This design comes from an exercise in tuning for small area, a short achievable clock period and few clock cycles per item on the open sky130 flow, not from production work. RTL that was checked went through simulation tests only; none was proved equivalent to the original. Only the layout flow was run in runs 1, 2 and 5; the RTL was not checked for function there. Power and IR drop assume default switching activity.

`flow/design.v`:
```
package rmvs_pkg;
    localparam int FRAC_BITS = 16;
    localparam int CNT_W     = 32;
    localparam int VAL_W     = 32;
    localparam int SQ_W      = 64;
    localparam int BUSY_W    = 48;
    localparam int UTIL_W    = 17;
    localparam logic MODE_SAMPLE = 1'b0;
    localparam logic MODE_BUSY   = 1'b1;
endpackage
module running_mean_variance_stats (
    input  logic        aclk,
    input  logic        aresetn,
    input  logic        cfg_valid,
    output logic        cfg_ready,
    input  logic [47:0] cfg_data,
    input  logic        s_tvalid,
    output logic        s_tready,
    input  logic [31:0] s_tdata,    
    input  logic        s_tuser,    
    output logic        m_tvalid,
    input  logic        m_tready,
    output logic [119:0] m_tdata
);
    logic [31:0] n_reg, mean_reg;
    logic [63:0] s_reg;
    logic [47:0] busy_reg, total_reg;
    logic [31:0] sd_reg;           
    logic [16:0] util_reg;
    logic        pend_reg;         
    logic        stale_reg;        
    logic        xv_reg, xm_reg;
    logic [31:0] x_reg;
    logic        f_busy, f_neg, f_dbit, f_qbit, f_util;
    logic [5:0]  f_cnt;
    logic [31:0] f_rem, f_nq, f_d1;
    logic [63:0] f_acc;
    logic        r_busy, r_kz;
    logic [4:0]  r_cnt;
    logic [31:0] r_k;
    logic [63:0] r_rem, r_q;
    logic        u_run, u_done, u_isbusy, u_bit, u_tz;
    logic [4:0]  u_cnt;
    logic [47:0] u_rem;
    logic [16:0] u_q;
    logic        p_v, p_busy;      
    logic        h_v, h_busy;      
    logic [16:0] h_val;
    logic s_fire, c_fire, m_fire;
    assign s_tready  = !xv_reg;
    assign cfg_ready = !xv_reg && !u_run && !p_v;
    assign m_tvalid  = pend_reg && !r_busy;
    assign m_tdata   = {7'd0, util_reg, sd_reg, mean_reg, n_reg};
    assign s_fire = s_tvalid && s_tready;
    assign c_fire = cfg_valid && cfg_ready;
    assign m_fire = m_tvalid && m_tready;
    logic n_max;
    assign n_max = &n_reg;
    logic u_start;
    assign u_start = p_v && !u_run && !u_done;
    logic need_u;
    assign need_u = xm_reg || stale_reg;
    logic disp;
    assign disp = xv_reg && !f_busy && (!need_u || !p_v);
    logic [32:0] xm_diff;
    logic [31:0] mx_diff, d1_new;
    assign xm_diff = {1'b0, x_reg} - {1'b0, mean_reg};
    assign mx_diff = mean_reg - x_reg;
    assign d1_new  = xm_diff[32] ? mx_diff : xm_diff[31:0];
    logic [48:0] b_sum;
    logic [47:0] b_new;
    assign b_sum = {1'b0, busy_reg} + {17'd0, x_reg};
    assign b_new = b_sum[48] ? 48'hFFFF_FFFF_FFFF : b_sum[47:0];
    logic [32:0] f_sh;
    logic [34:0] f_dsum;
    logic [33:0] f_diff;
    logic        f_ge;
    assign f_sh   = {f_rem, f_nq[31]};
    assign f_dsum = {1'b0, f_sh, 1'b1} + {2'b11, ~n_reg, n_max};
    assign f_diff = f_dsum[34:1];
    assign f_ge   = !f_diff[33];
    logic [63:0] f_acc2, f_hor;
    assign f_acc2 = {f_acc[62:0], 1'b0};
    logic        f_sub;
    logic [63:0] f_add;
    assign f_sub = f_qbit && !f_dbit;
    assign f_add = (f_dbit ^ f_qbit) ? ({32'd0, f_d1} ^ {64{f_sub}}) : 64'd0;
    logic [64:0] f_hsum;
    assign f_hsum = {f_acc2, 1'b1} + {f_add, f_sub};
    assign f_hor  = f_hsum[64:1];
    logic [65:0] s_ca, s_cb, s_cc, s_cs, s_cy;
    logic [66:0] s_sum;
    logic [63:0] s_new;
    assign s_ca  = {2'b00, s_reg};
    assign s_cb  = {1'b0, f_acc2[63:0], 1'b0} >> 1;
    assign s_cc  = {{2{f_add[63]}}, f_add};
    assign s_cs  = s_ca ^ s_cb ^ s_cc;
    assign s_cy  = (s_ca & s_cb) | (s_ca & s_cc) | (s_cb & s_cc);
    assign s_sum = {s_cs, f_sub} + {s_cy[64:0], 1'b0, f_sub};
    assign s_new = s_sum[65] ? 64'hFFFF_FFFF_FFFF_FFFF : s_sum[64:1];
    logic [32:0] m_sum;
    logic [31:0] mean_new, n_new, k_new;
    assign m_sum    = {mean_reg, 1'b1} + {f_nq ^ {32{f_neg}}, f_neg};
    assign mean_new = m_sum[32:1];
    assign n_new    = n_max ? n_reg : n_reg + 32'd1;
    assign k_new    = n_max ? 32'hFFFF_FFFE : n_reg;
    logic f_fin;
    assign f_fin = f_busy && f_cnt[5];    
    logic commit_s;
    assign commit_s = f_fin && !pend_reg && !(h_v && h_busy) &&
                      !((u_run || u_done) && u_isbusy) && !(p_v && p_busy) &&
                      !(f_util && !h_v);
    logic commit_b;
    assign commit_b = h_v && h_busy && !pend_reg;
    logic h_pop;
    assign h_pop = commit_b || (commit_s && f_util);
    logic h_load;
    assign h_load = u_done && (!h_v || h_pop);
    logic [65:0] r_r4;
    logic [66:0] r_diff, r_ca, r_cb, r_cc, r_cs, r_cy;
    logic        r_b;
    assign r_r4   = {r_rem, s_reg[63:62]};
    assign r_ca   = {1'b0, r_r4};
    assign r_cb   = ~{1'b0, r_q, 2'b00};
    assign r_cc   = ~{35'd0, r_k};
    assign r_cs   = r_ca ^ r_cb ^ r_cc;
    assign r_cy   = (r_ca & r_cb) | (r_ca & r_cc) | (r_cb & r_cc);
    logic [67:0] r_dsum;
    assign r_dsum = {r_cs, 1'b1} + {r_cy[65:0], 1'b1, 1'b1};
    assign r_diff = r_dsum[67:1];
    assign r_b    = !r_diff[66] && !r_kz;
    logic [63:0] r_q2, r_qk;
    assign r_q2 = {r_q[62:0], 1'b0};
    assign r_qk = r_q2 + {32'd0, r_k};
    logic [48:0] u_sh;
    logic [49:0] u_diff;
    logic        u_ge;
    assign u_sh   = {u_rem, u_bit};
    assign u_diff = {1'b0, u_sh} - {2'b0, total_reg};
    assign u_ge   = !u_diff[49];
    logic [16:0] u_val;
    assign u_val = u_tz ? 17'd0 : (u_q[16] ? 17'h10000 : {1'b0, u_q[15:0]});
    always_ff @(posedge aclk) begin
        if (!aresetn) begin
            n_reg     <= '0;
            mean_reg  <= '0;
            s_reg     <= '0;
            busy_reg  <= '0;
            total_reg <= '0;
            sd_reg    <= '0;
            util_reg  <= '0;
            pend_reg  <= 1'b0;
            stale_reg <= 1'b0;
            xv_reg    <= 1'b0;
            f_busy    <= 1'b0;
            r_busy    <= 1'b0;
            u_run     <= 1'b0;
            u_done    <= 1'b0;
            h_v       <= 1'b0;
            p_v       <= 1'b0;
        end else begin
            if (s_fire) begin
                xv_reg <= 1'b1;
                x_reg  <= s_tdata;
                xm_reg <= s_tuser;
            end else if (disp) begin
                xv_reg <= 1'b0;
            end
            if (c_fire) begin
                total_reg <= cfg_data;
                stale_reg <= 1'b1;
            end else if (disp && need_u) begin
                stale_reg <= 1'b0;
            end
            if (disp) begin
                if (need_u) begin
                    p_v    <= 1'b1;
                    p_busy <= xm_reg;
                end
                if (xm_reg) begin
                    busy_reg <= b_new;
                end else begin
                    f_busy <= 1'b1;
                    f_util <= stale_reg;
                    f_cnt  <= 6'd0;
                    f_neg  <= xm_diff[32];
                    f_d1   <= d1_new;
                    f_nq   <= d1_new;
                    f_rem  <= '0;
                    f_acc  <= '0;
                    f_dbit <= 1'b0;
                    f_qbit <= 1'b0;
                end
            end
            if (f_busy && !f_cnt[5]) begin
                f_rem  <= f_ge ? f_diff[31:0] : f_sh[31:0];
                f_nq   <= {f_nq[30:0], f_ge};
                f_dbit <= f_nq[31];
                f_qbit <= f_ge;
                f_acc  <= f_hor;
                f_cnt  <= f_cnt + 6'd1;
            end
            if (u_start) begin
                p_v      <= 1'b0;
                u_run    <= 1'b1;
                u_isbusy <= p_busy;
                u_cnt    <= 5'd0;
                u_tz     <= (total_reg == 48'd0);
                u_rem    <= {1'b0, busy_reg[47:1]};
                u_bit    <= busy_reg[0];
            end
            if (u_run) begin
                u_rem <= u_ge ? u_diff[47:0] : u_sh[47:0];
                u_bit <= 1'b0;
                u_q   <= {u_q[15:0], u_ge};
                u_cnt <= u_cnt + 5'd1;
                if (u_cnt == 5'd16) begin
                    u_run  <= 1'b0;
                    u_done <= 1'b1;
                end
            end
            if (r_busy) begin
                r_rem  <= r_b ? r_diff[63:0] : r_r4[63:0];
                r_q    <= r_b ? r_qk : r_q2;
                sd_reg <= {sd_reg[30:0], r_b};
                s_reg  <= {s_reg[61:0], s_reg[63:62]};
                r_cnt  <= r_cnt + 5'd1;
                if (r_cnt == 5'd31) r_busy <= 1'b0;
            end
            if (h_load) begin
                h_v    <= 1'b1;
                h_busy <= u_isbusy;
                h_val  <= u_val;
                u_done <= 1'b0;
            end else if (h_pop) begin
                h_v    <= 1'b0;
            end
            if (commit_s) begin
                f_busy   <= 1'b0;
                n_reg    <= n_new;
                mean_reg <= mean_new;
                s_reg    <= s_new;
                pend_reg <= 1'b1;
                r_busy   <= 1'b1;
                r_cnt    <= 5'd0;
                r_k      <= k_new;
                r_kz     <= n_reg == 32'd0;
                r_rem    <= '0;
                r_q      <= '0;
                if (f_util) util_reg <= h_val;
            end else if (commit_b) begin
                util_reg <= h_val;
                pend_reg <= 1'b1;
            end else if (m_fire) begin
                pend_reg <= 1'b0;
            end
        end
    end
endmodule
```
`flow/run.sh`:
```
#!/bin/bash
# synth_recipe.tcl (not shown) runs the flow's synth.tcl, then flattens the netlist and writes it again
# the make line also repeats each setting of config.mk as NAME=value (left out here)
make -C /OpenROAD-flow-scripts/flow DESIGN_CONFIG=/design/flow/config.mk WORK_HOME=/design/flow/orfs CLKGATE_MAP_FILE= SYNTH_SCRIPT=/design/flow/synth_recipe.tcl finish
```
`flow/config.mk`:
```
export PLATFORM = sky130hd
export DESIGN_NAME = running_mean_variance_stats
export DESIGN_NICKNAME = running_mean_variance_stats
export VERILOG_FILES = /design/flow/design.v
export SDC_FILE = /design/flow/constraint.sdc
export NUM_CORES = 4
export LEC_CHECK = 0
export CAP_MARGIN = 20
export CORE_MARGIN = 2
export CORE_UTILIZATION = 40
export SETUP_SLACK_MARGIN = 5
export SLEW_MARGIN = 20
```
`flow/constraint.sdc`:
```
create_clock -name core_clock -period 10.0 [get_ports {aclk}]
set_input_delay 2.0000 -clock core_clock [delete_from_list [all_inputs] [get_ports {aclk}]]
set_output_delay 2.0000 -clock core_clock [all_outputs]
set_load 0.01 [all_outputs]
```
==> results of run 1 <==
==> synthesized netlist by cell type (61+ instances only) <==
| master | instances |
|---|---|
| and3_1 | 64 |
| clkbuf_1 | 254 |
| nor2b_1 | 84 |
| nand2_1 | 680 |
| dfxtp_1 | 282 |
| o21bai_1 | 75 |
| nor3_1 | 87 |
| fa_1 | 100 |
| inv_1 | 557 |
| a21oi_1 | 744 |
| nor2_1 | 525 |
| xnor2_1 | 248 |
| o21ai_0 | 289 |
| a211oi_1 | 61 |
| a21o_1 | 213 |
| edfxtp_1 | 460 |
| nand3_1 | 121 |
| a221oi_1 | 64 |
| mux2i_1 | 144 |
| ha_1 | 473 |
| xor2_1 | 204 |
| nand4_1 | 90 |
==> through the flow <==
stage               hold slack (ps)  worst slack, ps  util, %
finish                          443             5150     45.7
global route                    458             4860     45.7
global placement                423             4050     42.9
detailed placement              428             4000     42.9
floorplan                       417             5010        -
CTS                             443             4870     45.4
==> layout make-up <==
class	instances	area [um^2]
clock inverter	34	399
tap	1876	2350
sequential	742	19500
multi-input combinational	4930	34200
fill	13800	75900
inverter	560	2110
clock buffer	139	2680
timing repair buffer	265	2720
==> per-layer routing <==
layer,wire length [um],vias up
met5,0,-
met4,4680,0
met3,7420,213
met2,76700,1095
met1,73900,22900
li1,-,23300
==> power by group through the flow <==
| stage | Sequential (uW) | Clock, uW | Combinational (uW) |
|---|---|---|---|
| after floorplan | 3450 | 0 | 1060 |
| after global placement | 3490 | 0 | 1380 |
| after detailed placement | 3490 | 0 | 1400 |
| after CTS | 3430 | 3530 | 1420 |
| after global routing | 3440 | 3640 | 1610 |
| final | 3430 | 3450 | 1450 |
==> worst reg2reg max path, delay by kind of cell (launching register included) <==
kind,cells,cell delay [ps]
buf+inv,5,540
fa+ha+maj,3,940
compound gates,9,1980
xor+xnor,2,450
simple gates,2,450
flops,1,360
==> path summary, 6_finish.rpt <==
kind,startpoint,end,slack [ps],cells after the start
max reg2reg,f_dbit$_SDFFCE_PN0P_,s_reg[63]$_SDFFE_PN0N_,5150,21
min reg2reg,u_q[5]$_DFFE_PP_,u_q[6]$_DFFE_PP_,440,0
min,u_q[5]$_DFFE_PP_,u_q[6]$_DFFE_PP_,440,0
max,f_dbit$_SDFFCE_PN0P_,s_reg[63]$_SDFFE_PN0N_,5150,21
==> repair_timing <==
action | in CTS | in global routing
pin swaps | 8 | 16
buffers inserted | 12 | 8
endpoints found under the setup margin | 223 | 202
resized for setup | 41 | 74
gates cloned | 2 | 3
==> kinds of logic after synthesis <==
group | count (synthesis) | synth area share [%]
other cells | 1 | 0.00664
flops | 742 | 34.5
compound gates | 1812 | 19.9
fa+ha+maj | 573 | 14.0
buf+inv | 869 | 5.91
simple gates | 1924 | 15.8
mux | 161 | 2.89
xor+xnor | 452 | 7.01
==> key figures, run 1 <==
Logic synthesis
  • Avg Inst Size Synth: 8.64 um^2
  • Part of the Yosys area used for sequential elements: 34.5%
  • Dominant register cell in the synthesized netlist: edfxtp_1
  • Async SR Flop Fraction: 0%
  • Count of mapped cells out of synthesis: 6534
  • Post-synth EDFFs: 460
  • Number of warnings issued by yosys: 1
  • Library cells used by synthesis: 90
  • Top cells by area, synth: edfxtp_1, ha_1, dfxtp_1
  • Top-area cell type share of the netlist area: 24.5%
  • Post-synthesis cell area: 56500 um^2
  • Count of state elements after synthesis: 742
  • Cell type with the highest aggregate area in the netlist: edfxtp_1

Routing
  • Number of remaining DRC errors: 0
  • Routed len/inst: 19.0 um
  • Via density: 5.55
  • Number of nets with antenna violations after routing: 0
  • Total Wirelength: 163000 um
  • DRC violation total after the first TritonRoute iteration: 3167
  • Via total after detailed routing: 47500
  • Detailed-router iteration count before antenna repair: 5

Clock tree
  • CTS H-tree depth: 3
  • TritonCTS clock tree: done
  • Root buf cell: clkbuf_16
  • Total CTS buffers: 92
  • Maximum buffer depth of the clock tree: 3
  • Clock tree sinks: 742
  • CTS clk-pin slew, worst paths: 60 ps
  • # hold bufs at CTS: 0
  • Skew-Pair Late Insertion Delay: 730 ps

Timing
  • Total count of hold-check failures in the final report: 0
  • Max-Slew Margin vs Limit: 26.0%
  • Final total negative setup slack: 0 ps
  • Worst setup skew after layout: 35.5 ps
  • Maximum clock rate: 0.206 GHz
  • Tcrit/Tclk final: 48.5%
  • Setup-failing EPs final: 0
  • Actual transition at the worst max-transition pin: 1110 ps
  • RSZ-0062 raised after global routing: true
  • Max-slew violation total from the final report: 0
  • Minimum clock period: 4850 ps

Layout
  • Antenna cell count: 0
  • Most common cell after layout, fill and taps aside: a21oi_1
  • Number of cells in the finished layout apart from fillers: 8546
  • Most used cells in the layout excluding fill and tap cells: a21oi_1, nand2_1, inv_1
  • Final instance area: 64000 um^2
  • NumNets Final: 7250
  • Growth of design area from synthesis to finish: 13.3%
  • Fraction of final layout cells sized beyond drive strength 1: 5.47%

Placed design
  • Number of cells after detailed placement: 8348
  • Post-placement cell area: 60000 um^2
  • Post-detail-place hpwl: 119000 um
  • Weighted congestion at the end of routability-driven global placement: 0.911
  • Count of input and output buffers: 201

GRT
  • Total overflow reported by the global router: 0
  • Via count of the first global-routing pass: 46100
  • Met3 global-route usage: 2.81%
  • Most Crowded Layer GR: met2
  • Total routing resource utilization after global routing: 21.8%
  • Maximum number of pins on one net before global-route repair: 156
  • Grt met2 use: 36.4%
  • Global routing met1 resource utilization: 29.4%
  • Number of antenna violations at the first check in global routing: 3
  • First-pass GRT wire length: 256000 um

Outcome
  • Run status: timing/DRC/antenna clean

Min path
  • Type of the tightest min-delay check: flop to flop

Worst setup path
  • Worst-path maximum fanout: 13
  • Cells traversed along the worst timing path: inv_1 -> ha_4 -> buf_12 -> buf_4 -> xor2_1 -> nor2b_1 -> inv_1 -> fa_1 -> inv_1 -> ha_1 -> o21ai_0 -> o21ai_1 -> and3_1 -> o21ai_2 -> o41a_1 -> a21oi_2 -> o21ai_4 -> o21ai_2 -> a41oi_1 -> xor2_2 -> a21oi_1
  • Worst path max stage delay: 470 ps
  • Crit path buffers/inverters: 5
  • Arr. time, crit path: 5420 ps
  • Worst setup path class: flop to flop
  • Required time reported for the critical path endpoint: 10580 ps
  • Cell seen most often among critical-path stages: inv_1
  • Startpoint class of the critical path: flop
  • Largest delay contributor family on the critical path: compound AO/OA/AOI/OAI gates
  • Setup crit end kind: flop
  • Slowest cell on crit path: fa_1

Power
  • IR drop worst, VDD: 0.000138 V
  • Cell leakage power: 0.0256 uW
  • Combinational Power Share: 17.4%
  • Internal Pwr Total: 5910 uW
  • Switch share: 28.9%
  • Post-layout total power: 8320 uW
  • Switching power of the nets: 2410 uW
  • Proportion of power drawn by flip-flops and latches: 41.2%
  • Clock share of power: 41.4%
  • Pwr/cell area: 130 nW/um^2

Floorplan
  • Die Span Y: 380 um
  • Die Width: 380 um
  • Boundary pin count: 209
  • Total number of placement rows: 137
  • Die Footprint: 144000 um^2
  • Initial core utilization: 40.4%
  • Core area: 140000 um^2

Flow run
  • Maxcap violations: 0
==> run 2: changes to the inputs <==
--- a/flow/config.mk
+++ b/flow/config.mk
@@ -8,5 +8,4 @@
 export CAP_MARGIN = 20
 export CORE_MARGIN = 2
 export CORE_UTILIZATION = 40
-export SETUP_SLACK_MARGIN = 5
 export SLEW_MARGIN = 20
==> key figures, run 2 <==
Worst setup path
  • Reg-to-reg startpoint: f_dbit$_SDFFCE_PN0P_ (unchanged)
  • Worst setup path class: flop to flop (unchanged)
  • Startpoint class of the critical path: flop (unchanged)
  • Required time reported for the critical path endpoint: 10510 ps (was 10580 ps)
  • Arr. time, crit path: 7010 ps (was 5420 ps)
  • Worst r2r dst: s_reg[36]$_SDFFE_PN0N_ (was s_reg[63]$_SDFFE_PN0N_)
  • Worst-path maximum fanout: 55 (was 13)
  • Setup crit end kind: flop (unchanged)
  • Worst-case reg-to-reg path depth: 18 (was 21)
  • Flop2flop setup slack: 3500 ps (was 5150 ps)

Floorplan
  • Boundary pin count: 209 (unchanged)
  • Die Footprint: 144000 um^2 (unchanged)
  • Die Span Y: 380 um (unchanged)
  • Total number of placement rows: 137 (unchanged)
  • Core area: 140000 um^2 (unchanged)
  • Die Width: 380 um (unchanged)
  • Initial core utilization: 40.4% (unchanged)

Logic synthesis
  • Library cells used by synthesis: 90 (unchanged)
  • Dominant register cell in the synthesized netlist: edfxtp_1 (unchanged)
  • Top-area cell type share of the netlist area: 24.5% (unchanged)
  • Commonest cells in the synthesized netlist: a21oi_1, nand2_1, inv_1 (unchanged)
  • Library cell with the highest instance count after synthesis: a21oi_1 (unchanged)
  • Cell type with the highest aggregate area in the netlist: edfxtp_1 (unchanged)
  • Async SR Flop Fraction: 0% (unchanged)
  • Post-synth EDFFs: 460 (unchanged)
  • Post-synthesis cell area: 56500 um^2 (unchanged)
  • Avg Inst Size Synth: 8.64 um^2 (unchanged)
  • Count of state elements after synthesis: 742 (unchanged)
  • Count of mapped cells out of synthesis: 6534 (unchanged)
  • Part of the Yosys area used for sequential elements: 34.5% (unchanged)
  • Top cells by area, synth: edfxtp_1, ha_1, dfxtp_1 (unchanged)
  • Number of warnings issued by yosys: 1 (unchanged)

Timing
  • Max-Slew Margin vs Limit: 22.7% (was 26.0%)
  • Worst setup skew after layout: 43.0 ps (was 35.5 ps)
  • Total count of hold-check failures in the final report: 0 (unchanged)
  • Setup-failing EPs final: 0 (unchanged)
  • Maximum clock rate: 0.154 GHz (was 0.206 GHz)
  • Actual transition at the worst max-transition pin: 1150 ps (was 1110 ps)
  • Tcrit/Tclk final: 65.0% (was 48.5%)
  • Minimum clock period: 6500 ps (was 4850 ps)
  • Final total negative setup slack: 0 ps (unchanged)
  • RSZ-0062 raised after global routing: false (was true)
  • Max-slew violation total from the final report: 0 (unchanged)

Clock tree
  • CTS clk-pin slew, worst paths: 70 ps (was 60 ps)
  • # hold bufs at CTS: 0 (unchanged)
  • CTS H-tree depth: 3 (unchanged)
  • Number of post-CTS setup repair buffers: 0 (was 12)
  • Maximum buffer depth of the clock tree: 3 (unchanged)
  • Number of instances resized during post-cts repair: 0 (was 41)
  • Skew-Pair Late Insertion Delay: 720 ps (was 730 ps)
  • Total CTS buffers: 91 (was 92)
  • Clock tree sinks: 742 (unchanged)
  • TritonCTS clock tree: done (unchanged)
  • Root buf cell: clkbuf_16 (unchanged)

Routing
  • DRC violation total after the first TritonRoute iteration: 3126 (was 3167)
  • Via density: 5.54 (was 5.55)
  • Total Wirelength: 161000 um (was 163000 um)
  • Via total after detailed routing: 47200 (was 47500)
  • Detailed-router iteration count before antenna repair: 6 (was 5)
  • Number of nets with antenna violations after routing: 0 (unchanged)
  • Number of remaining DRC errors: 0 (unchanged)
  • Routed len/inst: 18.9 um (was 19.0 um)

GRT
  • Total routing resource utilization after global routing: 21.6% (was 21.8%)
  • Maximum number of pins on one net before global-route repair: 123 (was 156)
  • Via count of the first global-routing pass: 46000 (was 46100)
  • Total overflow reported by the global router: 0 (unchanged)
  • Number of antenna violations at the first check in global routing: 3 (unchanged)
  • First-pass GRT wire length: 254000 um (was 256000 um)

Min path
  • Cell count of the worst hold path: 0 (unchanged)
  • Hold Path Origin: u_q[2]$_DFFE_PP_ (was u_q[5]$_DFFE_PP_)
  • Sink of the worst hold path: u_q[3]$_DFFE_PP_ (was u_q[6]$_DFFE_PP_)
  • Type of the tightest min-delay check: flop to flop (unchanged)

Layout
  • Most used cells in the layout excluding fill and tap cells: a21oi_1, nand2_1, inv_1 (unchanged)
  • Fraction of final layout cells sized beyond drive strength 1: 4.26% (was 5.47%)
  • NumNets Final: 7226 (was 7250)
  • Fin util: 45.3% (was 45.7%)
  • Most common cell after layout, fill and taps aside: a21oi_1 (unchanged)
  • Growth of design area from synthesis to finish: 12.2% (was 13.3%)

Power
  • IR drop worst, VDD: 0.000122 V (was 0.000138 V)
  • Pwr/cell area: 133 nW/um^2 (was 130 nW/um^2)
  • Cell leakage power: 0.0255 uW (was 0.0256 uW)

Placed design
  • Count of input and output buffers: 201 (unchanged)
  • Weighted congestion at the end of routability-driven global placement: 0.934 (was 0.911)
  • Post-detail-place hpwl: 120000 um (was 119000 um)

Flow run
  • Maxcap violations: 0 (unchanged)

Outcome
  • Run status: timing/DRC/antenna clean (unchanged)
==> run 2: cells by family after synthesis <==
family	Yosys count	share of synthesized area, %
simple gates	1924	15.8
compound gates	1812	19.9
buf+inv	869	5.91
flops	742	34.5
fa+ha+maj	573	14.0
xor+xnor	452	7.01
mux	161	2.89
other cells	1	0.00664
==> run 2: how the worst max path moves through the flow <==
stage | start | endpoint | slack [ps] | cells past startpoint
5_1_grt | f_dbit$_SDFFCE_PN0P_ | s_reg[36]$_SDFFE_PN0N_ | 3010 | 18
6_report | f_dbit$_SDFFCE_PN0P_ | s_reg[36]$_SDFFE_PN0N_ | 3500 | 18
4_1_cts | f_dbit$_SDFFCE_PN0P_ | s_reg[36]$_SDFFE_PN0N_ | 3680 | 18
2_1_floorplan | aresetn | f_acc[0]$_SDFFCE_PN0P_ | 350 | 3
3_3_place_gp | f_dbit$_SDFFCE_PN0P_ | s_reg[36]$_SDFFE_PN0N_ | 3860 | 18
3_5_place_dp | f_dbit$_SDFFCE_PN0P_ | s_reg[44]$_SDFFE_PN0N_ | 3700 | 18
==> run 2: worst max-delay path, cell delays in order (launching register included) <==
cell and delay, ps:
edfxtp_1 350, inv_1 100, ha_4 740, xor2_1 200, nor2b_1 210, inv_1 80, fa_1 480, inv_1 40
ha_1 430, nand4_1 150, nor4_1 860, nand3_1 150, o211ai_1 450, a41o_1 370, a221oi_1 130, xnor2_1 230
nor2_4 520, buf_4 500, a221oi_1 160
==> run 2: power by group <==
group,leakage (uW),internal [uW],total [uW],switching (uW)
clock network,0.00158,2090,3580,1490
registers,0.00652,3340,3430,84.4
logic,0.0174,561,1420,862
==> run 2: per-stage QoR <==
| step | cells | setup slack [ps] | power, uW | hold WS (ps) | area (um^2) |
|---|---|---|---|---|---|
| finish | 8523 | 3500 | 8430 | 439 | 63300 |
| floorplan | 6540 | 353 | 4520 | 417 | 56500 |
| global route | 8523 | 3010 | 8790 | 457 | 63300 |
| CTS | 8521 | 3680 | 8500 | 442 | 63300 |
| global placement | 8349 | 3860 | 4890 | 426 | 60000 |
| detailed placement | 8349 | 3700 | 4900 | 429 | 60000 |
==> run 2: layout make-up <==
| cell class | instances | area, um^2 |
|---|---|---|
| Sequential cell | 742 | 19500 |
| Multi-Input combinational cell | 4929 | 33800 |
| Clock inverter | 54 | 677 |
| Fill cell | 13800 | 76500 |
| Tap cell | 1876 | 2350 |
| Inverter | 560 | 2110 |
| Timing Repair Buffer | 243 | 2350 |
| Clock buffer | 118 | 2580 |
| Antenna cell | 1 | 2.50 |
==> run 2: per-layer routing <==
| metal | up-vias | routed length, um | global-route usage (%) |
|---|---|---|---|
| met4 | 0 | 5450 | 7.55 |
| met3 | 262 | 6110 | 2.37 |
| met2 | 1053 | 77000 | 36.8 |
| met5 | - | 0 | 0 |
| met1 | 22600 | 72500 | 28.3 |
| li1 | 23300 | - | - |
==> run 3: changes to the inputs <==
--- a/flow/design.v
+++ b/flow/design.v
@@ -54,8 +54,7 @@
     assign s_fire = s_tvalid && s_tready;
     assign c_fire = cfg_valid && cfg_ready;
     assign m_fire = m_tvalid && m_tready;
-    logic n_max;
-    assign n_max = &n_reg;
+    logic n_max;                   
     logic u_start;
     assign u_start = p_v && !u_run && !u_done;
     logic need_u;
@@ -143,6 +142,7 @@
     always_ff @(posedge aclk) begin
         if (!aresetn) begin
             n_reg     <= '0;
+            n_max     <= 1'b0;
             mean_reg  <= '0;
             s_reg     <= '0;
             busy_reg  <= '0;
@@ -238,6 +238,7 @@
             if (commit_s) begin
                 f_busy   <= 1'b0;
                 n_reg    <= n_new;
+                n_max    <= n_max || (n_reg == 32'hFFFF_FFFE);
                 mean_reg <= mean_new;
                 s_reg    <= s_new;
                 pend_reg <= 1'b1;
==> flow/flow/run.sh (new file) <==
#!/bin/bash
set -euo pipefail
bash standard.sh SETUP_SLACK_MARGIN=6.5 finish > standard.log 2>&1
==> flow/standard.sh (new file) <==
#!/bin/bash
# synth_recipe.tcl (not shown) runs the flow's synth.tcl, then flattens the netlist and writes it again
# the make line also repeats each setting of config.mk as NAME=value (left out here)
make -C /OpenROAD-flow-scripts/flow DESIGN_CONFIG=/design/flow/config.mk WORK_HOME=/design/flow/orfs CLKGATE_MAP_FILE= SYNTH_SCRIPT=/design/flow/synth_recipe.tcl "${@:-finish}"
removed: flow/run.sh
==> key figures, run 3 <==
Outcome
  • Run status: timing/DRC/antenna clean (unchanged)

Min path
  • Type of the tightest min-delay check: flop to flop (unchanged)

Timing
  • Max-Slew Margin vs Limit: 29.0% (was 22.7%)
  • RSZ-0062 raised after global routing: true (was false)
  • Max-slew violation total from the final report: 0 (unchanged)
  • Worst setup skew after layout: 38.9 ps (was 43.0 ps)
  • Final total negative setup slack: 0 ps (unchanged)
  • Actual transition at the worst max-transition pin: 1060 ps (was 1150 ps)
  • Minimum clock period: 4720 ps (was 6500 ps)
  • Maximum clock rate: 0.212 GHz (was 0.154 GHz)
  • Tcrit/Tclk final: 47.2% (was 65.0%)
  • Total count of hold-check failures in the final report: 0 (unchanged)
  • Setup-failing EPs final: 0 (unchanged)
  • Final WS setup: 5280 ps (was 3500 ps)
  • Worst slack on hold paths: 442 ps (was 439 ps)

Routing
  • Routed len/inst: 20.0 um (was 18.9 um)
  • Via total after detailed routing: 49000 (was 47200)
  • Via density: 5.55 (was 5.54)
  • Detailed-router iteration count before antenna repair: 5 (was 6)
  • DRC violation total after the first TritonRoute iteration: 3340 (was 3126)
  • Total Wirelength: 177000 um (was 161000 um)
  • Number of nets with antenna violations after routing: 0 (unchanged)
  • Number of remaining DRC errors: 0 (unchanged)

Layout
  • Growth of design area from synthesis to finish: 31.0% (was 12.2%)
  • Fraction of final layout cells sized beyond drive strength 1: 23.3% (was 4.26%)
  • Final instance area: 73300 um^2 (was 63300 um^2)
  • Number of cells in the finished layout apart from fillers: 8840 (was 8523)
  • Most common cell after layout, fill and taps aside: nand2_1 (was a21oi_1)
  • NumNets Final: 7546 (was 7226)
  • Most used cells in the layout excluding fill and tap cells: nand2_1, a21oi_1, inv_1 (was a21oi_1, nand2_1, inv_1)

Logic synthesis
  • Post-synthesis cell area: 56000 um^2 (was 56500 um^2)
  • Cell type with the highest aggregate area in the netlist: edfxtp_1 (unchanged)
  • Part of the Yosys area used for sequential elements: 34.8% (was 34.5%)
  • Library cell with the highest instance count after synthesis: a21oi_1 (unchanged)
  • Top cells by area, synth: edfxtp_1, ha_1, dfxtp_1 (unchanged)
  • Dominant register cell in the synthesized netlist: edfxtp_1 (unchanged)
  • Async SR Flop Fraction: 0% (unchanged)
  • Count of state elements after synthesis: 743 (was 742)
  • Top-area cell type share of the netlist area: 24.7% (was 24.5%)
  • Avg Inst Size Synth: 8.76 um^2 (was 8.64 um^2)
  • Number of warnings issued by yosys: 1 (unchanged)
  • Commonest cells in the synthesized netlist: a21oi_1, nand2_1, inv_1 (unchanged)
  • Count of mapped cells out of synthesis: 6393 (was 6534)
  • Library cells used by synthesis: 100 (was 90)
  • Post-synth EDFFs: 460 (unchanged)

GRT
  • Most Crowded Layer GR: met2 (unchanged)
  • Global routing met1 resource utilization: 31.5% (was 28.3%)
  • Total overflow reported by the global router: 0 (unchanged)
  • Number of antenna violations at the first check in global routing: 4 (was 3)
  • Total routing resource utilization after global routing: 23.8% (was 21.6%)
  • Met3 global-route usage: 3.68% (was 2.37%)
  • Grt met2 use: 40.1% (was 36.8%)
  • Via count of the first global-routing pass: 47700 (was 46000)
  • Maximum number of pins on one net before global-route repair: 114 (was 123)
  • First-pass GRT wire length: 271000 um (was 254000 um)

Worst setup path
  • Required time reported for the critical path endpoint: 10610 ps (was 10510 ps)
  • Startpoint class of the critical path: flop (unchanged)
  • Worst-path maximum fanout: 10 (was 55)
  • Worst setup path class: flop to flop (unchanged)
  • Setup crit end kind: flop (unchanged)
  • Arr. time, crit path: 5330 ps (was 7010 ps)

Placed design
  • Count of input and output buffers: 201 (unchanged)
  • Setup Slack @ Placement: 3410 ps (was 3700 ps)
  • Number of cells after detailed placement: 8231 (was 8349)
  • Post-detail-place hpwl: 114000 um (was 120000 um)
  • Post-placement cell area: 60800 um^2 (was 60000 um^2)
  • Weighted congestion at the end of routability-driven global placement: 0.912 (was 0.934)

Floorplan
  • Die Span Y: 378 um (was 380 um)
  • Die Width: 378 um (was 380 um)
  • Total number of placement rows: 137 (unchanged)
  • Initial core utilization: 40.2% (was 40.4%)
  • Die Footprint: 143000 um^2 (was 144000 um^2)
  • Core area: 139000 um^2 (was 140000 um^2)
  • Boundary pin count: 209 (unchanged)

Clock tree
  • Clock tree sinks: 743 (was 742)
  • CTS clk-pin slew, worst paths: 60 ps (was 70 ps)
  • Root buf cell: clkbuf_16 (unchanged)
  • CTS H-tree depth: 3 (unchanged)
  • TritonCTS clock tree: done (unchanged)
  • Total CTS buffers: 91 (unchanged)
  • Skew-Pair Late Insertion Delay: 720 ps (about the same)
  • # hold bufs at CTS: 0 (unchanged)
  • Maximum buffer depth of the clock tree: 3 (unchanged)

Flow run
  • Maxcap violations: 0 (unchanged)

Power
  • IR drop worst, VDD: 0.000126 V (was 0.000122 V)
  • Pwr/cell area: 118 nW/um^2 (was 133 nW/um^2)
  • Cell leakage power: 0.0300 uW (was 0.0255 uW)
-- run 3: changes by cell type in the layout (fill, tap and decap cells not counted), moves of 57 or more --
| cell | previous run | this run |
|---|---|---|
| a21oi_1 | 744 | 554 |
| a21oi_2 | 2 | 133 |
| a221oi_2 | 0 | 57 |
| buf_4 | 40 | 288 |
| buf_6 | 0 | 90 |
| clkdlybuf4s50_1 | 200 | 84 |
| dfxtp_1 | 280 | 211 |
| dlygate4sd2_1 | 0 | 79 |
| ha_1 | 472 | 373 |
| ha_4 | 1 | 65 |
| nand2_1 | 679 | 566 |
| nand2_4 | 0 | 87 |
| nor2_1 | 522 | 461 |
| o21ai_0 | 289 | 203 |
-- run 3: cell type report --
type	instances	area [um^2]
Fill cell	12600	65800
Multi-Input combinational cell	4813	39000
Sequential cell	743	19600
Timing Repair Buffer	669	7150
Clock buffer	118	2500
Tap cell	1876	2350
Inverter	568	2160
Clock inverter	52	513
Antenna cell	1	2.50
-- run 3: repair_timing --
item	4_1_cts	5_1_grt
pin swaps	327	211
hold endpoints to repair	0	0
buffers inserted	261	129
gates cloned	44	3
endpoints found under the setup margin	907	563
resized for setup	1047	387
-- run 3: path summary, 6_finish.rpt --
| kind | depth (start not counted) | slack [ps] | end | start |
|---|---|---|---|---|
| hold / removal | 0 | 440 | u_q[13]$_DFFE_PP_ | u_q[12]$_DFFE_PP_ |
| setup reg to reg | 24 | 5280 | s_reg[38]$_SDFFE_PN0N_ | f_dbit$_SDFFCE_PN0P_ |
| setup / recovery | 24 | 5280 | s_reg[38]$_SDFFE_PN0N_ | f_dbit$_SDFFCE_PN0P_ |
| hold reg to reg | 0 | 440 | u_q[13]$_DFFE_PP_ | u_q[12]$_DFFE_PP_ |
-- run 3: stage by stage --
stage	total power, uW	utilization [%]
after detailed placement	4890	43.7
final	8680	52.7
after CTS	8570	50.6
after global placement	4880	43.7
after global routing	9020	52.7
after floorplan	4550	-
-- run 3: critical path, stage by stage (launching register included) --
cell and delay (ps):
edfxtp_1 370, inv_2 80, ha_4 220, buf_12 170, buf_4 110, xor2_1 160, nor2b_4 180, inv_1 50
fa_1 470, inv_1 60, ha_4 290, nand4_1 190, nor4_2 360, o21ai_1 120, nor2b_4 160, o41ai_4 190
buf_4 180, a31oi_4 100, mux2i_4 230, nor2_4 160, nor2_4 70, buf_6 140, buf_6 110, buf_12 140
a221oi_2 270
-- run 3: per-layer routing --
| layer | routed length, um | vias up |
|---|---|---|
| met2 | 84600 | 1200 |
| met3 | 9120 | 268 |
| li1 | - | 23700 |
| met4 | 5580 | 2 |
| met5 | 13 | - |
| met1 | 77400 | 23900 |
-- run 3: report_power, final --
part           total (uW)  switching [uW]  internal (uW)
logic                1870            1040            836
clock network        3380            1450           1930
registers            3420            80.1           3340
-- run 3: kinds of logic (layout without fill, tap and decap cells) --
kind of cell	after synthesis	in the layout	share of synthesized area, %
and+or+nand+nor	1837	1843	15.1
adders and majority gates	574	574	14.2
xor gates and xnor gates	479	479	7.49
AOI/OAI and AO/OA	1739	1743	19.5
buffers and inverters	855	1407	5.93
other	1	8	0.00670
DFF	743	743	34.8
muxes	165	167	3.03
Testbench counts of run 3, summed over its fixed seeds: cycles 50,536, items 2,048.
==> run 4: changes to the inputs <==
==> flow/run.sh (new file) <==
#!/bin/bash
# synth_recipe.tcl (not shown) runs the flow's synth.tcl, then flattens the netlist and writes it again
# the make line also repeats each setting of config.mk as NAME=value (left out here)
make -C /OpenROAD-flow-scripts/flow DESIGN_CONFIG=/design/flow/config.mk WORK_HOME=/design/flow/orfs CLKGATE_MAP_FILE= SYNTH_SCRIPT=/design/flow/synth_recipe.tcl finish
--- a/flow/config.mk
+++ b/flow/config.mk
@@ -8,4 +8,5 @@
 export CAP_MARGIN = 20
 export CORE_MARGIN = 2
 export CORE_UTILIZATION = 40
+export SETUP_SLACK_MARGIN = 5
 export SLEW_MARGIN = 20
removed: flow/flow/run.sh
removed: flow/standard.sh
==> key figures, run 4 <==
Timing
  • Setup-failing EPs final: 0 (unchanged)
  • Minimum clock period: 4870 ps (was 4720 ps)
  • RSZ-0062 raised after global routing: true (unchanged)
  • Actual transition at the worst max-transition pin: 1160 ps (was 1060 ps)
  • Tcrit/Tclk final: 48.7% (was 47.2%)
  • Total count of hold-check failures in the final report: 0 (unchanged)
  • Max-Slew Margin vs Limit: 22.5% (was 29.0%)
  • Max-slew violation total from the final report: 0 (unchanged)
  • Worst setup skew after layout: 31.6 ps (was 38.9 ps)
  • Maximum clock rate: 0.205 GHz (was 0.212 GHz)
  • Final total negative setup slack: 0 ps (unchanged)

Floorplan
  • Boundary pin count: 209 (unchanged)
  • Die Width: 378 um (unchanged)
  • Total number of placement rows: 137 (unchanged)
  • Core area: 139000 um^2 (unchanged)
  • Initial core utilization: 40.2% (unchanged)
  • Die Span Y: 378 um (unchanged)
  • Die Footprint: 143000 um^2 (unchanged)

Logic synthesis
  • Commonest cells in the synthesized netlist: a21oi_1, nand2_1, inv_1 (unchanged)
  • Post-synthesis cell area: 56000 um^2 (unchanged)
  • Dominant register cell in the synthesized netlist: edfxtp_1 (unchanged)
  • Post-synth EDFFs: 460 (unchanged)
  • Avg Inst Size Synth: 8.76 um^2 (unchanged)
  • Count of state elements after synthesis: 743 (unchanged)
  • Library cell with the highest instance count after synthesis: a21oi_1 (unchanged)
  • Async SR Flop Fraction: 0% (unchanged)
  • Library cells used by synthesis: 100 (unchanged)
  • Number of warnings issued by yosys: 1 (unchanged)
  • Count of mapped cells out of synthesis: 6393 (unchanged)
  • Top cells by area, synth: edfxtp_1, ha_1, dfxtp_1 (unchanged)
  • Part of the Yosys area used for sequential elements: 34.8% (unchanged)
  • Top-area cell type share of the netlist area: 24.7% (unchanged)
  • Cell type with the highest aggregate area in the netlist: edfxtp_1 (unchanged)

Worst setup path
  • Worst setup path class: flop to flop (unchanged)
  • Worst path max stage delay: 480 ps (was 470 ps)
  • Startpoint class of the critical path: flop (unchanged)
  • Arr. time, crit path: 5490 ps (was 5330 ps)
  • Worst-path maximum fanout: 16 (was 10)
  • Required time reported for the critical path endpoint: 10610 ps (about the same)
  • Cell seen most often among critical-path stages: inv_1
  • Slowest cell on crit path: fa_1 (unchanged)
  • Cells traversed along the worst timing path: inv_2 -> ha_4 -> buf_12 -> xor2_1 -> nor2b_1 -> inv_1 -> fa_1 -> inv_1 -> ha_2 -> nand4_1 -> nor4_2 -> o21ai_2 -> nor2b_4 -> o41ai_4 -> a31oi_2 -> mux2i_2 -> nor2_2 -> nor2_4 -> buf_6 -> clkbuf_16 -> a221oi_4 (was inv_2 -> ha_4 -> buf_12 -> buf_4 -> xor2_1 -> nor2b_4 -> inv_1 -> fa_1 -> inv_1 -> ha_4 -> nand4_1 -> nor4_2 -> o21ai_1 -> nor2b_4 -> o41ai_4 -> buf_4 -> a31oi_4 -> mux2i_4 -> nor2_4 -> nor2_4 -> buf_6 -> buf_6 -> buf_12 -> a221oi_2)
  • Setup crit end kind: flop (unchanged)

Outcome
  • Run status: timing/DRC/antenna clean (unchanged)

Power
  • Pwr/cell area: 132 nW/um^2 (was 118 nW/um^2)
  • IR drop worst, VDD: 0.000122 V (was 0.000126 V)
  • Cell leakage power: 0.0261 uW (was 0.0300 uW)

GRT
  • Grt met2 use: 34.5% (was 40.1%)
  • Via count of the first global-routing pass: 44200 (was 47700)
  • Maximum number of pins on one net before global-route repair: 134 (was 114)
  • First-pass GRT wire length: 243000 um (was 271000 um)
  • Number of antenna violations at the first check in global routing: 7 (was 4)
  • Global routing met1 resource utilization: 28.8% (was 31.5%)
  • Total routing resource utilization after global routing: 21.1% (was 23.8%)
  • Total overflow reported by the global router: 0 (unchanged)
  • Met3 global-route usage: 3.58% (was 3.68%)
  • Most Crowded Layer GR: met2 (unchanged)

Clock tree
  • Clock tree sinks: 743 (unchanged)
  • Root buf cell: clkbuf_16 (unchanged)
  • Skew-Pair Late Insertion Delay: 730 ps (was 720 ps)
  • Total CTS buffers: 92 (was 91)
  • # hold bufs at CTS: 0 (unchanged)
  • Maximum buffer depth of the clock tree: 3 (unchanged)
  • TritonCTS clock tree: done (unchanged)
  • CTS H-tree depth: 3 (unchanged)
  • CTS clk-pin slew, worst paths: 60 ps (about the same)

Layout
  • Growth of design area from synthesis to finish: 14.5% (was 31.0%)
  • Antenna cell count: 0 (was 1)
  • Most used cells in the layout excluding fill and tap cells: a21oi_1, nand2_1, inv_1 (was nand2_1, a21oi_1, inv_1)
  • Sequential Area: 19500 um^2 (was 19600 um^2)
  • NumNets Final: 7143 (was 7546)
  • Fraction of final layout cells sized beyond drive strength 1: 7.01% (was 23.3%)
  • Multi-input gate area in the final layout: 34100 um^2 (was 39000 um^2)
  • Most common cell after layout, fill and taps aside: a21oi_1 (was nand2_1)
  • Number of fillers in the final layout: 13600 (was 12600)
  • Number of cells in the finished layout apart from fillers: 8438 (was 8840)

Routing
  • Total Wirelength: 157000 um (was 177000 um)
  • Number of nets with antenna violations after routing: 0 (unchanged)
  • Routed len/inst: 18.6 um (was 20.0 um)
  • DRC violation total after the first TritonRoute iteration: 3308 (was 3340)
  • Number of remaining DRC errors: 0 (unchanged)
  • Via density: 5.47 (was 5.55)
  • Detailed-router iteration count before antenna repair: 6 (was 5)
  • Via total after detailed routing: 46200 (was 49000)

Placed design
  • Number of cells after detailed placement: 8229 (was 8231)
  • Count of input and output buffers: 201 (unchanged)
  • Weighted congestion at the end of routability-driven global placement: 0.914 (was 0.912)
  • Post-detail-place hpwl: 112000 um (was 114000 um)

Min path
  • Type of the tightest min-delay check: flop to flop (unchanged)

Flow run
  • Maxcap violations: 0 (unchanged)
==> run 4: cell counts after synthesis <==
Identical to the previous run, type by type.
==> run 4: repair_timing <==
action,in CTS,in global routing
endpoints found under the setup margin,164,156
setup buffers,10,17
pin swaps,5,27
endpoints found under the hold margin,0,0
gates resized for setup,30,146
cloned,0,9
==> run 4: worst max-delay path, delay by kind of cell (launching register included) <==
family	cells	cell delay, ps
DFF	1	380
AOI/OAI and AO/OA	4	1010
adders and majority gates	3	1070
buffers and inverters	6	730
and+or+nand+nor	6	1170
xor gates and xnor gates	1	140
muxes	1	220
==> run 4: area by class of cell <==
type                    count  share of cell area [%]
clock buffers             124                    4.08
multi-input cells        4803                    53.2
flip-flops and latches    743                    30.4
clock inverters            49                   0.915
well taps                1876                    3.66
repair buffers            275                    4.37
inverters                 568                    3.34
==> run 4: final timing paths <==
| check | startpoint | slack, ps | cells after the start | end |
|---|---|---|---|---|
| max | f_dbit$_SDFFCE_PN0P_ | 5130 | 21 | s_reg[30]$_SDFFE_PN0N_ |
| min | u_isbusy$_DFFE_PP_ | 440 | 0 | h_busy$_DFFE_PP_ |
| max reg2reg | f_dbit$_SDFFCE_PN0P_ | 5130 | 21 | s_reg[30]$_SDFFE_PN0N_ |
| min reg2reg | u_isbusy$_DFFE_PP_ | 440 | 0 | h_busy$_DFFE_PP_ |
==> run 4: metal layers <==
| layer | routed length (um) | vias up | share of wire [%] |
|---|---|---|---|
| met2 | 72500 | 1056 | 46 |
| met1 | 72700 | 22100 | 46 |
| met5 | 57 | - | 0.036 |
| met4 | 4020 | 8 | 2.6 |
| met3 | 8010 | 222 | 5.1 |
| li1 | - | 22800 | - |
==> run 4: through the flow <==
step / setup slack, ps / util, % / hold WS, ps / area (um^2) / power (uW)
final: 5130 / 46.1 / 442 / 64100 / 8430
after CTS: 4970 / 45.3 / 440 / 63100 / 8460
after global placement: 3440 / 42.8 / 420 / 59600 / 4830
after detailed placement: 3370 / 42.8 / 426 / 59600 / 4840
after global routing: 4910 / 46.1 / 455 / 64100 / 8790
after floorplan: 4970 / - / 417 / 56100 / 4490
==> run 4: kinds of logic (layout without fill, tap and decap cells) <==
| group | after synthesis | after routing | share of synthesized area, % |
|---|---|---|---|
| AOI/OAI and AO/OA | 1739 | 1740 | 19.5 |
| xor gates and xnor gates | 479 | 479 | 7.49 |
| adders and majority gates | 574 | 574 | 14.2 |
| buffers and inverters | 855 | 1016 | 5.93 |
| DFF | 743 | 743 | 34.8 |
| muxes | 165 | 166 | 3.03 |
| other | 1 | 7 | 0.00670 |
| and+or+nand+nor | 1837 | 1837 | 15.1 |
==> run 4: where the power goes <==
part	leakage, uW	switching, uW	total (uW)	internal [uW]
registers	0.00652	82.7	3430	3350
clock network	0.00156	1470	3580	2110
logic	0.0180	848	1420	576
total	0.0261	2400	8430	6030
==> run 5: changes to the inputs <==
--- a/flow/design.v
+++ b/flow/design.v
@@ -55,6 +55,7 @@
     assign c_fire = cfg_valid && cfg_ready;
     assign m_fire = m_tvalid && m_tready;
     logic n_max;                   
+    logic n_ge1, n_ge3;            
     logic u_start;
     assign u_start = p_v && !u_run && !u_done;
     logic need_u;
@@ -105,12 +106,14 @@
     assign k_new    = n_max ? 32'hFFFF_FFFE : n_reg;
     logic f_fin;
     assign f_fin = f_busy && f_cnt[5];    
+    logic slot;
+    assign slot = !pend_reg || m_fire;
     logic commit_s;
-    assign commit_s = f_fin && !pend_reg && !(h_v && h_busy) &&
+    assign commit_s = f_fin && slot && !(h_v && h_busy) &&
                       !((u_run || u_done) && u_isbusy) && !(p_v && p_busy) &&
                       !(f_util && !h_v);
     logic commit_b;
-    assign commit_b = h_v && h_busy && !pend_reg;
+    assign commit_b = h_v && h_busy && slot;
     logic h_pop;
     assign h_pop = commit_b || (commit_s && f_util);
     logic h_load;
@@ -143,6 +146,8 @@
         if (!aresetn) begin
             n_reg     <= '0;
             n_max     <= 1'b0;
+            n_ge1     <= 1'b0;
+            n_ge3     <= 1'b0;
             mean_reg  <= '0;
             s_reg     <= '0;
             busy_reg  <= '0;
@@ -182,14 +187,28 @@
                 end else begin
                     f_busy <= 1'b1;
                     f_util <= stale_reg;
-                    f_cnt  <= 6'd0;
                     f_neg  <= xm_diff[32];
                     f_d1   <= d1_new;
-                    f_nq   <= d1_new;
-                    f_rem  <= '0;
-                    f_acc  <= '0;
-                    f_dbit <= 1'b0;
                     f_qbit <= 1'b0;
+                    if (n_ge3) begin
+                        f_cnt  <= 6'd2;
+                        f_nq   <= {d1_new[29:0], 2'b00};
+                        f_rem  <= {30'd0, d1_new[31:30]};
+                        f_acc  <= d1_new[31] ? {32'd0, d1_new} : 64'd0;
+                        f_dbit <= d1_new[30];
+                    end else if (n_ge1) begin
+                        f_cnt  <= 6'd1;
+                        f_nq   <= {d1_new[30:0], 1'b0};
+                        f_rem  <= {31'd0, d1_new[31]};
+                        f_acc  <= '0;
+                        f_dbit <= d1_new[31];
+                    end else begin
+                        f_cnt  <= 6'd0;
+                        f_nq   <= d1_new;
+                        f_rem  <= '0;
+                        f_acc  <= '0;
+                        f_dbit <= 1'b0;
+                    end
                 end
             end
             if (f_busy && !f_cnt[5]) begin
@@ -239,15 +258,28 @@
                 f_busy   <= 1'b0;
                 n_reg    <= n_new;
                 n_max    <= n_max || (n_reg == 32'hFFFF_FFFE);
+                n_ge1    <= 1'b1;
+                n_ge3    <= n_ge3 || (n_reg == 32'd2);
                 mean_reg <= mean_new;
-                s_reg    <= s_new;
                 pend_reg <= 1'b1;
                 r_busy   <= 1'b1;
-                r_cnt    <= 5'd0;
                 r_k      <= k_new;
                 r_kz     <= n_reg == 32'd0;
-                r_rem    <= '0;
                 r_q      <= '0;
+                sd_reg   <= '0;
+                if (|n_reg[31:4]) begin
+                    r_cnt <= 5'd2;
+                    r_rem <= {60'd0, s_new[63:60]};
+                    s_reg <= {s_new[59:0], s_new[63:60]};
+                end else if (|n_reg[31:2]) begin
+                    r_cnt <= 5'd1;
+                    r_rem <= {62'd0, s_new[63:62]};
+                    s_reg <= {s_new[61:0], s_new[63:62]};
+                end else begin
+                    r_cnt <= 5'd0;
+                    r_rem <= '0;
+                    s_reg <= s_new;
+                end
                 if (f_util) util_reg <= h_val;
             end else if (commit_b) begin
                 util_reg <= h_val;
==> key figures, run 5 <==
Worst setup path
  • Worst r2r dst: s_reg[21]$_SDFFE_PN0N_ (was s_reg[30]$_SDFFE_PN0N_)
  • Required time reported for the critical path endpoint: 10560 ps (was 10610 ps)
  • Worst-path maximum fanout: 7 (was 16)
  • Worst-case reg-to-reg path depth: 24 (was 21)
  • Flop2flop setup slack: 4990 ps (was 5130 ps)
  • Startpoint class of the critical path: flop (unchanged)
  • Setup crit end kind: flop (unchanged)
  • Arr. time, crit path: 5570 ps (was 5490 ps)
  • Reg-to-reg startpoint: f_dbit$_DFFE_PP_ (was f_dbit$_SDFFCE_PN0P_)
  • Worst setup path class: flop to flop (unchanged)

Floorplan
  • Die Span Y: 388 um (was 378 um)
  • Die Footprint: 150000 um^2 (was 143000 um^2)
  • Core area: 146000 um^2 (was 139000 um^2)
  • Total number of placement rows: 140 (was 137)
  • Boundary pin count: 209 (unchanged)
  • Initial core utilization: 40.4% (was 40.2%)
  • Die Width: 388 um (was 378 um)

Layout
  • Number of fillers in the final layout: 14100 (was 13600)
  • NumNets Final: 7581 (was 7143)
  • Growth of design area from synthesis to finish: 14.7% (was 14.5%)
  • Antenna cell count: 0 (unchanged)
  • Most common cell after layout, fill and taps aside: nor2_1 (was a21oi_1)
  • Number of cells in the finished layout apart from fillers: 8917 (was 8438)
  • Most used cells in the layout excluding fill and tap cells: nor2_1, a21oi_1, inv_1 (was a21oi_1, nand2_1, inv_1)
  • Multi-input gate area in the final layout: 37100 um^2 (was 34100 um^2)
  • Sequential Area: 19500 um^2 (about the same)
  • Final instance area: 67600 um^2 (was 64100 um^2)
  • Fraction of final layout cells sized beyond drive strength 1: 7.56% (was 7.01%)

Timing
  • Actual transition at the worst max-transition pin: 1100 ps (was 1160 ps)
  • Total count of hold-check failures in the final report: 0 (unchanged)
  • Final WS setup: 4990 ps (was 5130 ps)
  • Minimum clock period: 5010 ps (was 4870 ps)
  • RSZ-0062 raised after global routing: true (unchanged)
  • Worst slack on hold paths: 440 ps (was 442 ps)
  • Worst setup skew after layout: 43.3 ps (was 31.6 ps)
  • Max-slew violation total from the final report: 0 (unchanged)
  • Final total negative setup slack: 0 ps (unchanged)
  • Tcrit/Tclk final: 50.1% (was 48.7%)
  • Setup-failing EPs final: 0 (unchanged)
  • Maximum clock rate: 0.200 GHz (was 0.205 GHz)
  • Max-Slew Margin vs Limit: 26.4% (was 22.5%)

Routing
  • Via density: 5.63 (was 5.47)
  • Number of remaining DRC errors: 0 (unchanged)
  • Total Wirelength: 177000 um (was 157000 um)
  • Detailed-router iteration count before antenna repair: 6 (unchanged)
  • Via total after detailed routing: 50200 (was 46200)
  • Routed len/inst: 19.8 um (was 18.6 um)
  • DRC violation total after the first TritonRoute iteration: 3336 (was 3308)
  • Number of nets with antenna violations after routing: 0 (unchanged)

Logic synthesis
  • Count of state elements after synthesis: 745 (was 743)
  • Count of mapped cells out of synthesis: 6831 (was 6393)
  • Post-synth EDFFs: 460 (unchanged)
  • Number of warnings issued by yosys: 1 (unchanged)
  • Dominant register cell in the synthesized netlist: edfxtp_1 (unchanged)
  • Top-area cell type share of the netlist area: 23.4% (was 24.7%)
  • Avg Inst Size Synth: 8.63 um^2 (was 8.76 um^2)
  • Post-synthesis cell area: 59000 um^2 (was 56000 um^2)
  • Cell type with the highest aggregate area in the netlist: edfxtp_1 (unchanged)
  • Commonest cells in the synthesized netlist: nor2_1, a21oi_1, inv_1 (was a21oi_1, nand2_1, inv_1)
  • Async SR Flop Fraction: 0% (unchanged)
  • Library cells used by synthesis: 96 (was 100)
  • Library cell with the highest instance count after synthesis: nor2_1 (was a21oi_1)
  • Top cells by area, synth: edfxtp_1, ha_1, dfxtp_1 (unchanged)
  • Part of the Yosys area used for sequential elements: 33.1% (was 34.8%)

Placed design
  • Count of input and output buffers: 201 (unchanged)
  • Post-detail-place hpwl: 129000 um (was 112000 um)
  • Setup Slack @ Placement: 3670 ps (was 3370 ps)
  • Weighted congestion at the end of routability-driven global placement: 0.938 (was 0.914)
  • Number of cells after detailed placement: 8673 (was 8229)
  • Post-placement cell area: 62700 um^2 (was 59600 um^2)

Power
  • IR drop worst, VDD: 0.000153 V (was 0.000122 V)
  • Pwr/cell area: 129 nW/um^2 (was 132 nW/um^2)
  • Cell leakage power: 0.0271 uW (was 0.0261 uW)

Min path
  • Cell count of the worst hold path: 0 (unchanged)
  • Sink of the worst hold path: u_q[1]$_DFFE_PP_ (was h_busy$_DFFE_PP_)
  • Hold Path Origin: u_q[0]$_DFFE_PP_ (was u_isbusy$_DFFE_PP_)
  • Type of the tightest min-delay check: flop to flop (unchanged)

Clock tree
  • CTS clk-pin slew, worst paths: 60 ps (about the same)
  • TritonCTS clock tree: done (unchanged)
  • Root buf cell: clkbuf_16 (unchanged)
  • Total CTS buffers: 92 (unchanged)
  • Clock tree sinks: 745 (was 743)
  • CTS H-tree depth: 3 (unchanged)
  • Maximum buffer depth of the clock tree: 3 (unchanged)
  • Skew-Pair Late Insertion Delay: 740 ps (was 730 ps)
  • # hold bufs at CTS: 0 (unchanged)

GRT
  • Via count of the first global-routing pass: 49300 (was 44200)
  • Maximum number of pins on one net before global-route repair: 136 (was 134)
  • Number of antenna violations at the first check in global routing: 4 (was 7)
  • Total routing resource utilization after global routing: 22.6% (was 21.1%)
  • First-pass GRT wire length: 275000 um (was 243000 um)
  • Total overflow reported by the global router: 0 (unchanged)

Outcome
  • Run status: timing/DRC/antenna clean (unchanged)

Flow run
  • Maxcap violations: 0 (unchanged)
==> run 5: per-layer routing <==
layer / wire length (um) / part of all wire, % / global-route usage [%]
met1: 79300 / 45 / 30.0
met2: 83100 / 47 / 37.7
met3: 8350 / 4.7 / 3.04
met4: 6060 / 3.4 / 7.47
met5: 0 / 0 / 0
==> run 5: final cells by class <==
| type | count | share of cell area, % |
|---|---|---|
| Multi-Input combinational cell | 5189 | 54.8 |
| Timing Repair Buffer | 308 | 4.75 |
| Inverter | 585 | 3.27 |
| Sequential cell | 745 | 28.9 |
| Tap cell | 1917 | 3.55 |
| Clock buffer | 120 | 3.80 |
| Clock inverter | 53 | 0.929 |
==> run 5: timing repair <==
item / in CTS / in global routing
endpoints found under the setup margin: 169 / 161
cloned: 3 / 8
pin swaps: 17 / 36
hold endpoints to repair: 0 / 0
setup buffers: 26 / 32
gates resized for setup: 68 / 142
==> run 5: logic make-up (layout without fill, tap and decap cells) <==
family | Yosys count | in the layout | share of synthesized area, %
AOI/OAI and AO/OA | 1889 | 1889 | 20.3
xor gates and xnor gates | 494 | 494 | 7.35
adders and majority gates | 574 | 574 | 13.5
buffers and inverters | 906 | 1066 | 5.91
DFF | 745 | 745 | 33.1
muxes | 275 | 275 | 4.70
other | 1 | 7 | 0.00636
and+or+nand+nor | 1947 | 1950 | 15.2
==> run 5: where the power goes <==
group | leakage (uW) | internal [uW] | switching [uW]
combinational | 0.0190 | 690 | 1050
clock | 0.00155 | 2050 | 1520
sequential | 0.00651 | 3360 | 83.7
==> run 5: per-stage QoR <==
step	util, %	total power, uW
after floorplan	-	4680
after global placement	43.0	5100
after detailed placement	43.0	5110
after CTS	45.6	8750
after global routing	46.3	9130
final	46.3	8760
==> run 5: worst max path at each step <==
stage                     startpoint                endpoint  slack, ps  cells past startpoint
floorplan                   m_tready      r_cnt[0]$_DFFE_PP_       4870                      7
global placement    f_dbit$_DFFE_PP_   s_reg[0]$_SDFFE_PN0N_       3770                     20
detailed placement  f_dbit$_DFFE_PP_   s_reg[0]$_SDFFE_PN0N_       3670                     20
CTS                 f_dbit$_DFFE_PP_   s_reg[3]$_SDFFE_PN0N_       4970                     22
global route        f_dbit$_DFFE_PP_  s_reg[40]$_SDFFE_PN0N_       4820                     23
finish              f_dbit$_DFFE_PP_  s_reg[21]$_SDFFE_PN0N_       4990                     24
==> run 5: worst max-delay path, stage by stage (launching register included) <==
cell	delay, ps
edfxtp_1	380
inv_2	80
ha_4	180
buf_6	140
buf_12	140
xor2_1	190
nor2b_4	210
inv_2	40
fa_1	480
inv_2	50
ha_4	300
nand4_1	120
or4_4	600
a311oi_4	370
a21oi_4	130
o41ai_4	250
buf_4	200
xor2_4	100
buf_12	190
clkbuf_16	160
buf_12	130
nor2_4	90
nand2_1	60
o211ai_1	120
o221ai_1	130

## afterwards: timing with drivers on the ports
The results above use ideal ports. As a check the final layouts listed here were re-extracted and re-timed, cells and wires unchanged. Step 1: set_driving_cell puts a clkbuf_16 on aclk and a buf_2 on each other input, an assumption about the parent block. Step 2 moves the port delays by t, midway between the first and last clock arrival at a register: inputs arrive t later, outputs are due t later. That takes back most of the time a late clock gives input paths. Three values: ideal, step 1, step 2; two values: the first two.
run	t, ns	setup slack, ns	hold WS [ns]	worst register clock-pin slew, ns	cell pins on the clock port's net
run 1	0.792	5.155 / 5.155 / 5.155	0.443 / 0.443 / 0.443	0.07 / 0.07	1
run 2	0.774	3.502 / 3.502 / 3.502	0.439 / 0.439 / 0.439	0.07 / 0.07	1
run 3	0.782	5.280 / 5.280 / 5.280	0.442 / 0.442 / 0.442	0.07 / 0.07	1
run 4	0.790	5.130 / 5.130 / 5.042	0.442 / 0.442 / 0.442	0.07 / 0.07	1
run 5	0.798	4.995 / 4.995 / 4.218	0.440 / 0.440 / 0.440	0.07 / 0.07	1
After both steps every run listed still meets setup and hold. The setup slack of run 5, which loses most, moves by 0.000 ns with the drivers and by -0.777 ns with both steps.
